What follows belongs to an exercise in optimizing a design on an open flow for small area and a short achievable clock period; a production flow would make more cautious choices.
The RTL was checked by simulation tests, not by an equivalence proof against the original design.
Power figures rest on the tool's default switching activity, not on a simulated workload.

== wip/sierra ==
Design dma_bound_checker_wr, start of the top module:
module dma_bound_checker_wr #(
  parameter int NUM_ENTRIES = 8,
  parameter int ADDR_W      = 64,
  parameter int DATA_W      = 128,
  parameter int ID_W        = 5,
  parameter int CNT_W       = 16,
  parameter int IDX_W       = (NUM_ENTRIES > 1) ? $clog2(NUM_ENTRIES) : 1
) (
  input  logic                clock,
  input  logic                reset,
  input  logic                s_axi_aw_valid,
  output logic                s_axi_aw_ready,
  input  logic [ID_W-1:0]     s_axi_aw_bits_id,
  input  logic [ADDR_W-1:0]   s_axi_aw_bits_addr,
  input  logic [7:0]          s_axi_aw_bits_len,
  input  logic [2:0]          s_axi_aw_bits_size,
  input  logic [1:0]          s_axi_aw_bits_burst,
  input  logic                s_axi_w_valid,
  output logic                s_axi_w_ready,
  input  logic [DATA_W-1:0]   s_axi_w_bits_data,
  input  logic [DATA_W/8-1:0] s_axi_w_bits_strb,
  input  logic                s_axi_w_bits_last,
  output logic                s_axi_b_valid,
  input  logic                s_axi_b_ready,
  output logic [ID_W-1:0]     s_axi_b_bits_id,
  output logic [1:0]          s_axi_b_bits_resp,
  output logic                m_axi_aw_valid,
  input  logic                m_axi_aw_ready,
  output logic [ID_W-1:0]     m_axi_aw_bits_id,
  output logic [ADDR_W-1:0]   m_axi_aw_bits_addr,
  output logic [7:0]          m_axi_aw_bits_len,
  ...
Size in the first run: ~4700 cells after synthesis, roughly 700 I/O pins.
Settings: LEC_CHECK=0, CAP_MARGIN=20, CORE_MARGIN=2, CORE_UTILIZATION=65, CTS_BUF_LIST=sky130_fd_sc_hd__clkbuf_8, CTS_CLUSTER_DIAMETER=60, CTS_CLUSTER_SIZE=14, PLACE_DENSITY=0.72, SLEW_MARGIN=20; clock period 12.0 ns.
standard.sh (not shown) runs the stock make flow with config.mk's settings and CLKGATE_MAP_FILE= SYNTH_SCRIPT=/design/flow/synth_recipe.tcl, a recipe that flattens the netlist after the stock synthesis.
==> flow/flow/run.sh <==
#!/bin/bash
export SETUP_SLACK_MARGIN=7.0
export BUFFER_PORTS_ARGS="-buffer_cell sky130_fd_sc_hd__buf_1"
bash standard.sh > standard.log 2>&1
Per the final summary, wip/sierra finished and its layout is clean on timing, DRC and antenna.
Modified inputs, wip/indigo compared to wip/sierra
- a change of PLACE_DENSITY from 0.72 to 0.7
- a change of CORE_UTILIZATION from 65 to 60
==> flow/flow/run.sh <==
#!/bin/bash
export SETUP_SLACK_MARGIN=6.8
export BUFFER_PORTS_ARGS="-buffer_cell sky130_fd_sc_hd__buf_1"
bash standard.sh > standard.log 2>&1
==> run notes <==
Diff wip/sierra -> wip/indigo: half-perimeter wire length after placement went up, via count of the first global-routing pass went down.
wip/indigo ends up with a sequential share of layout area that is 0.46 points higher than in wip/sierra.
wip/indigo gives less number of diodes added for antenna fixing than wip/sierra did.
| setup slack | lower: wip/indigo |
wip/indigo vs wip/sierra, first-iteration DRC count went down by 208.
Here is what was changed in the inputs of wip/willow compared with wip/indigo.
- removing CTS_CLUSTER_SIZE (formerly 14)
- changing CORE_UTILIZATION from 60 to 65
- removing CTS_CLUSTER_DIAMETER (formerly 60)
- removing CTS_BUF_LIST (formerly sky130_fd_sc_hd__clkbuf_8)
- changing PLACE_DENSITY from 0.7 to 0.72
==> flow/flow/run.sh <==
#!/bin/bash
export SETUP_SLACK_MARGIN=7.0
export BUFFER_PORTS_ARGS="-buffer_cell sky130_fd_sc_hd__buf_1"
bash standard.sh > standard.log 2>&1
--- outcome ---
- In the metrics for wip/indigo and wip/willow, the one carrying the higher worst voltage drop across the vdd grid is wip/willow.
- wip/willow vs wip/indigo, areal power density over the cells went up by about 10%.
- wip/willow vs wip/indigo — die area dropped 7600 sq um.
- Sequential share of layout area (higher): wip/indigo
- In the reports for wip/indigo and wip/willow, the larger slack of the critical path belongs to wip/willow.
- [wip/willow vs wip/indigo] area growth from synthesis to final layout: higher in wip/willow
- Diff wip/indigo -> wip/willow: global-route usage +2.4 points, actual transition at the worst max-transition pin shows an increase of 0.034 ns, global-route track usage on met3 picked up an extra 0.60 points.
#### Input delta (wip/tundra over wip/willow)
- setting SETUP_SLACK_MARGIN to 5 for the first time
- setting CTS_BUF_LIST to sky130_fd_sc_hd__clkbuf_8 for the first time
- setting CTS_CLUSTER_SIZE to 14 for the first time
- setting CTS_CLUSTER_DIAMETER to 60 for the first time
==> flow/run.sh (new file) <==
#!/bin/bash
# synth_recipe.tcl (not shown) runs the flow's synth.tcl, then flattens the netlist and writes it again
# the make line also repeats each setting of config.mk as NAME=value (left out here)
make -C /OpenROAD-flow-scripts/flow DESIGN_CONFIG=/design/flow/config.mk WORK_HOME=/design/flow/orfs CLKGATE_MAP_FILE= SYNTH_SCRIPT=/design/flow/synth_recipe.tcl finish
removed: flow/flow/run.sh
removed: flow/standard.sh
--- outcome ---
- Delta(core utilization, wip/tundra - wip/willow) < 0
- The worst hold path stage count number comes out lower for wip/willow vs wip/tundra.
- met1 as the layer carrying the most global-route usage was reported by wip/tundra, and met2 by wip/willow.
- wip/willow → wip/tundra: aggregate routed wire length -3.5 mm, worst-case hold slack -0.012 ns.
- Relative to wip/willow, wip/tundra degrades final critical-path required period.
- wip/tundra reports a higher maximum number of pins on one net before global-route repair than wip/willow does.
- Per the comparison of wip/tundra with wip/willow, number of non-clock buffers in the layout shrank by about 10%, multi-input logic portion of the cell area shrank by 0.31 points.

separate check: timing with driven ports:
Ports are ideal in the flow. The routed layouts listed here were re-timed in OpenROAD. Step 1 (the two cells are an assumption about what drives the block):
set clk [get_ports {clock}]
set_driving_cell -lib_cell sky130_fd_sc_hd__clkbuf_16 $clk
set_driving_cell -lib_cell sky130_fd_sc_hd__buf_2 [delete_from_list [all_inputs] $clk]
Step 2 also shifts input and output timing later by t, the mid clock arrival at the registers, as if the neighbouring blocks saw the same clock. Three values: no drivers, after step 1, after step 2; two values: the first two.
| run | shift t [ns] | setup slack, ns | worst setup path at the end | worst slew at a driven data input, ns | pins driven straight from the clock port |
|---|---|---|---|---|---|
| wip/sierra | 0.869 | 6.783 / 6.744 / 6.099 | input to register | 0.19 | 1 |
| wip/indigo | 0.868 | 6.711 / 6.677 / 6.007 | input to register | 0.20 | 1 |
| wip/willow | 0.817 | 6.781 / 6.728 / 6.058 | input to register | 0.19 | 1 |
| wip/tundra | 0.879 | 5.521 / 5.563 / 4.685 | input to register | 0.20 | 1 |
After both steps every run listed still meets setup and hold. The setup slack of wip/tundra, which loses most, moves by +0.042 ns with the drivers and by -0.836 ns with both steps.
